Background: an optimization exercise with open tools, aiming at small area, a short achievable clock period and few clock cycles per item. Do not read the settings as production practice.
At most, simulation tests tie the RTL to the original design; equivalence was not proved.
Power figures rest on the tool's default switching activity, not on a simulated workload.

## nickel
Design kmp_substring_search_core, start of the top module:
module kmp_substring_search_core #(
	parameter int unsigned MAX_PATTERN    = kmpss_pkg::MAX_PATTERN_DEF,
	parameter int unsigned POSITION_WIDTH = kmpss_pkg::POSITION_WIDTH_DEF
) (
	input  wire logic        clk,
	input  wire logic        arst_n,
	input  wire logic        s_tvalid,
	output logic             s_tready,
	input  wire logic [7:0]  s_tdata,   
	input  wire logic [1:0]  s_tuser,   
	input  wire logic        s_tlast,
	output logic             m_tvalid,
	input  wire logic        m_tready,
	output logic [39:0]      m_tdata    
);
	localparam int unsigned N  = MAX_PATTERN;   
	localparam int unsigned AW = $clog2(N);
	localparam int unsigned NL = 8;            
	localparam int unsigned NH = N / NL;
	localparam int unsigned LW = $clog2(N + 1);
	localparam int unsigned PW = POSITION_WIDTH;
	logic          iv_q;
	logic          ifunc_q;
	logic          ifirst_q;
	logic          ilast_q;
	logic [7:0]    ibyte_q;
	logic          eql_q;       
	logic          rdy_q;
	logic          en_q;        
	logic [8*N-1:0] r_q;         
	logic [N-1:0]   a_q;
	logic [AW-1:0]  z_q;         
	logic [NL-1:0]  wl_q;        
	logic [NH-1:0]  wh_q;
	logic [7:0]     plast_q;     
	logic [LW-1:0]  len_q;
	logic           lz_q;        
	logic           l1_q;        
	logic           lf_q;        
	logic [1:0]     st_q;
	logic [PW-1:0]  d_q;
  ...
clock: 6.0 ns
lec_check: 0
abc_area: 0
cap_margin: 20
core_margin: 2
core_utilization: 70
cts_cluster_diameter: 100
cts_cluster_size: 28
place_density: 0.8
setup_slack_margin: 3.6
slew_margin: 20
run.sh (not shown) runs the stock make flow with config.mk's settings and CLKGATE_MAP_FILE= SYNTH_SCRIPT=/design/flow/synth_recipe.tcl, a recipe that flattens the netlist after the stock synthesis.
nickel finished every stage and its layout cleared the timing, design-rule and antenna checks.
### nickel -> umber
Settings: swapping 70 for 65 in CORE_UTILIZATION; swapping 0.8 for 0.75 in PLACE_DENSITY.
## What came out
Any difference in routed wire length between umber and nickel is small enough to ignore. Against nickel as the reference, umber delivers a higher total core area. umber and nickel ended up with roughly the same relative area of non-clock buffer cells in the final design. The more densely filled core belongs to nickel, not umber.
No functional check of the RTL was part of any run of this note.

kmp_substring_search_core, a different RTL version from the one above (not shown whole).
Size: ~2300 cells after synthesis, ~670 flip-flops, roughly 30000 um2 of cells after synthesis.
clock: 6.0 ns
lec_check: 0
abc_area: 1
cap_margin: 20
core_margin: 2
core_utilization: 78
cts_cluster_diameter: 100
cts_cluster_size: 28
place_density: 0.86
setup_slack_margin: 3.6
slew_margin: 20
Testbench counts at the start, summed over its fixed seeds: cycles 25,255, items 25,187.
Next try:
Settings changed: CORE_UTILIZATION 78 to 65, PLACE_DENSITY 0.86 to 0.75, SETUP_SLACK_MARGIN 3.6 to 3.75, TNS_END_PERCENT set to 25.
The changed run completed with no timing, DRC or antenna violations.
Via count goes down by 4.1%.
Register-to-register slack improves by 120 ps.
Hold slack improves by 4.5 ps.
Maximum frequency goes up by 1.7%.
Global-route usage goes down by 7.9 points.
Next try:
Settings changed: SETUP_SLACK_MARGIN 3.75 to 3.9, TNS_END_PERCENT 25 to 10.
Final cell count increases by about 1.4%.
Final area increases by about 2.1%.
Clock power hardly moves.
Global-route usage increases by 0.58 points.
Routed wire length increases by about 5%.
Count of clock-buffer cells in the layout does not change.
Sequential cell count does not change.
Via count increases by about 2%.
Die area does not change.
Hold slack gets worse by 8.4 ps.
Next try:
Settings changed: SETUP_SLACK_MARGIN 3.9 to 3.6, TNS_END_PERCENT 10 to not set.
Outcome: Cell area decreases by a few percent. Cell count went down slightly. Global-route usage goes down by 0.24 points. Power falls by a few percent. Synthesized area does not change. First-iteration DRC count falls by roughly a tenth. Routed wire length is lower by a few percent. Worst hold slack stays flat. Setup slack degrades by 13 ps. Count of clock-buffer cells in the layout stays the same. Core utilization is lower by 2.1 points.

kmp_substring_search_core, a different RTL version from the one above (not shown whole).
Size: roughly 2600 cells after synthesis, ~700 flip-flops, roughly 57 I/O pins.
==> flow/config.mk <==
export PLATFORM = sky130hd
export DESIGN_NAME = kmp_substring_search_core
export DESIGN_NICKNAME = kmp_substring_search_core
export VERILOG_FILES = /design/flow/design.v
export SDC_FILE = /design/flow/constraint.sdc
export NUM_CORES = 4
export LEC_CHECK = 0
export ABC_AREA = 1
export CAP_MARGIN = 20
export CORE_MARGIN = 2
export CORE_UTILIZATION = 65
export CTS_CLUSTER_DIAMETER = 100
export CTS_CLUSTER_SIZE = 28
export PLACE_DENSITY = 0.75
export SETUP_SLACK_MARGIN = 3.6
export SLEW_MARGIN = 20
==> flow/constraint.sdc <==
create_clock -name core_clock -period 6.0 [get_ports {clk}]
set_input_delay 1.2000 -clock core_clock [delete_from_list [all_inputs] [get_ports {clk}]]
set_output_delay 1.2000 -clock core_clock [all_outputs]
set_load 0.01 [all_outputs]
The first run went through all stages and came out clean.
Testbench counts at the start, summed over its fixed seeds: cycles 25,211, items 25,187.
Change:
- ABC_AREA: 1 -> 0
- SETUP_SLACK_MARGIN: 3.6 -> 3.75
- TNS_END_PERCENT: unset -> 25
=> The new run produced a clean layout; routed wire length came out lower by 15%; design area went up by 2.6%; final cell count went down by 12%.
Change:
- ABC_AREA: 0 -> 1
Flip-flop and latch count is unchanged.
Power is higher by about 2.3%.
Final area is lower by 1.1%.
Non-clock buffer count is lower by 1.
Hold slack gains 0.017 ns.
Core utilization is lower by 0.61 points.
Change:
- ABC_AREA: 1 -> 0
- SETUP_SLACK_MARGIN: 3.75 -> 3.6
- TNS_END_PERCENT: 25 -> unset
Worst setup slack improved by 0.12 ns.
Sequential cell count is unchanged.
Combinational power goes up slightly.
Routed wire length fell by about a fifth.

Another version of the RTL of kmp_substring_search_core (not shown whole).
Size: roughly 670 flip-flops, about 57 I/O pins.
Settings: LEC_CHECK=0, CAP_MARGIN=20, CORE_MARGIN=2, CORE_UTILIZATION=65, PLACE_DENSITY=0.75, SETUP_SLACK_MARGIN=3.8, SLEW_MARGIN=20; clock period 6.0 ns.
The baseline produced a clean layout.
Edit:
- ABC_AREA: default -> 1
What happened: The changed run passed the timing, design-rule and antenna checks; worst hold slack hardly moves; via count came out higher by 2.1%; global-route usage came out higher by 3.2 points; worst setup slack gets better by 0.14 ns.
No functional check of the RTL was part of any run of this note.

kmp_substring_search_core, a different RTL version from the one above (not shown whole).
For scale: ~2,300 cells after synthesis, ~670 flip-flops, ~30,000 um2 of cells after synthesis.
clock: 6.0 ns
lec_check: 0
abc_area: 1
cap_margin: 20
core_margin: 2
core_utilization: 65
cts_cluster_diameter: 100
cts_cluster_size: 28
place_density: 0.75
setup_slack_margin: 3.6
slew_margin: 20
The first run produced a clean layout.
Testbench counts at the start, summed over its fixed seeds: cycles 25,211, items 25,187.
Then changed:
SETUP_SLACK_MARGIN = 3.8   (was 3.6)
Outcome: The new run finished clean; maximum frequency grows by 1.7%; total power grows by 3.9%; combinational power grows by 12%; via count grows by 3.0%; flip-flop and latch count stays the same; register-to-register slack is better by 0.12 ns; cell count grows by 1.5%; wire length grows by 5.3%; worst hold slack is worse by 0.012 ns; global-route usage grows by 0.80 points.

## what the ideal ports hide
How much do the figures lean on ideal ports? The routed layouts below were timed once more, with nothing changed but the port constraints.
Step 1, drivers: a clkbuf_16 drives clk and a buf_2 each remaining input, both assumed.
Step 2, shift: input delay + t, output delay - t, t = (earliest + latest rising clock arrival at the registers) / 2. This alone moves slack from input paths to output paths.
a / b / c = ideal / step 1 / step 2; a / b = the first two.
| run | t (ns) | slack for setup (ns) | hold slack, ns | clock arrival spread, ns |
|---|---|---|---|---|
| nickel | 0.657 | 3.318 / 3.318 / 3.036 | 0.350 / 0.350 / 0.350 | 0.031 / 0.031 |
| umber | 0.651 | 3.392 / 3.392 / 3.063 | 0.356 / 0.356 / 0.356 | 0.035 / 0.035 |
| the first run of note 2 | 0.671 | 3.595 / 3.564 / 3.113 | 0.462 / 0.462 / 0.462 | 0.032 / 0.032 |
| the second run of note 2 | 0.668 | 3.635 / 3.572 / 3.106 | 0.467 / 0.467 / 0.467 | 0.027 / 0.028 |
| the third run of note 2 | 0.673 | 3.645 / 3.580 / 3.183 | 0.459 / 0.459 / 0.459 | 0.030 / 0.030 |
| the fourth run of note 2 | 0.652 | 3.631 / 3.572 / 3.075 | 0.458 / 0.458 / 0.458 | 0.026 / 0.026 |
| the first run of note 3 | 0.662 | 3.369 / 3.369 / 2.861 | 0.356 / 0.356 / 0.356 | 0.034 / 0.034 |
| the second run of note 3 | 0.659 | 3.422 / 3.422 / 2.957 | 0.337 / 0.337 / 0.337 | 0.038 / 0.038 |
| the third run of note 3 | 0.665 | 3.371 / 3.371 / 2.796 | 0.354 / 0.354 / 0.354 | 0.033 / 0.033 |
| the fourth run of note 3 | 0.665 | 3.487 / 3.487 / 2.880 | 0.342 / 0.342 / 0.342 | 0.032 / 0.032 |
| the first run of note 4 | 0.663 | 3.523 / 3.523 / 2.966 | 0.464 / 0.464 / 0.464 | 0.031 / 0.031 |
| the second run of note 4 | 0.667 | 3.666 / 3.602 / 3.171 | 0.464 / 0.464 / 0.464 | 0.026 / 0.025 |
| the first run of note 5 | 0.665 | 3.588 / 3.526 / 3.124 | 0.462 / 0.462 / 0.462 | 0.033 / 0.033 |
| the second run of note 5 | 0.655 | 3.629 / 3.567 / 3.410 | 0.449 / 0.449 / 0.449 | 0.026 / 0.026 |
After both steps setup and hold are still met in every run listed. For the fourth run of note 3, which loses most, drivers alone change the setup slack by 0.000 ns; drivers and shift together by -0.607 ns.
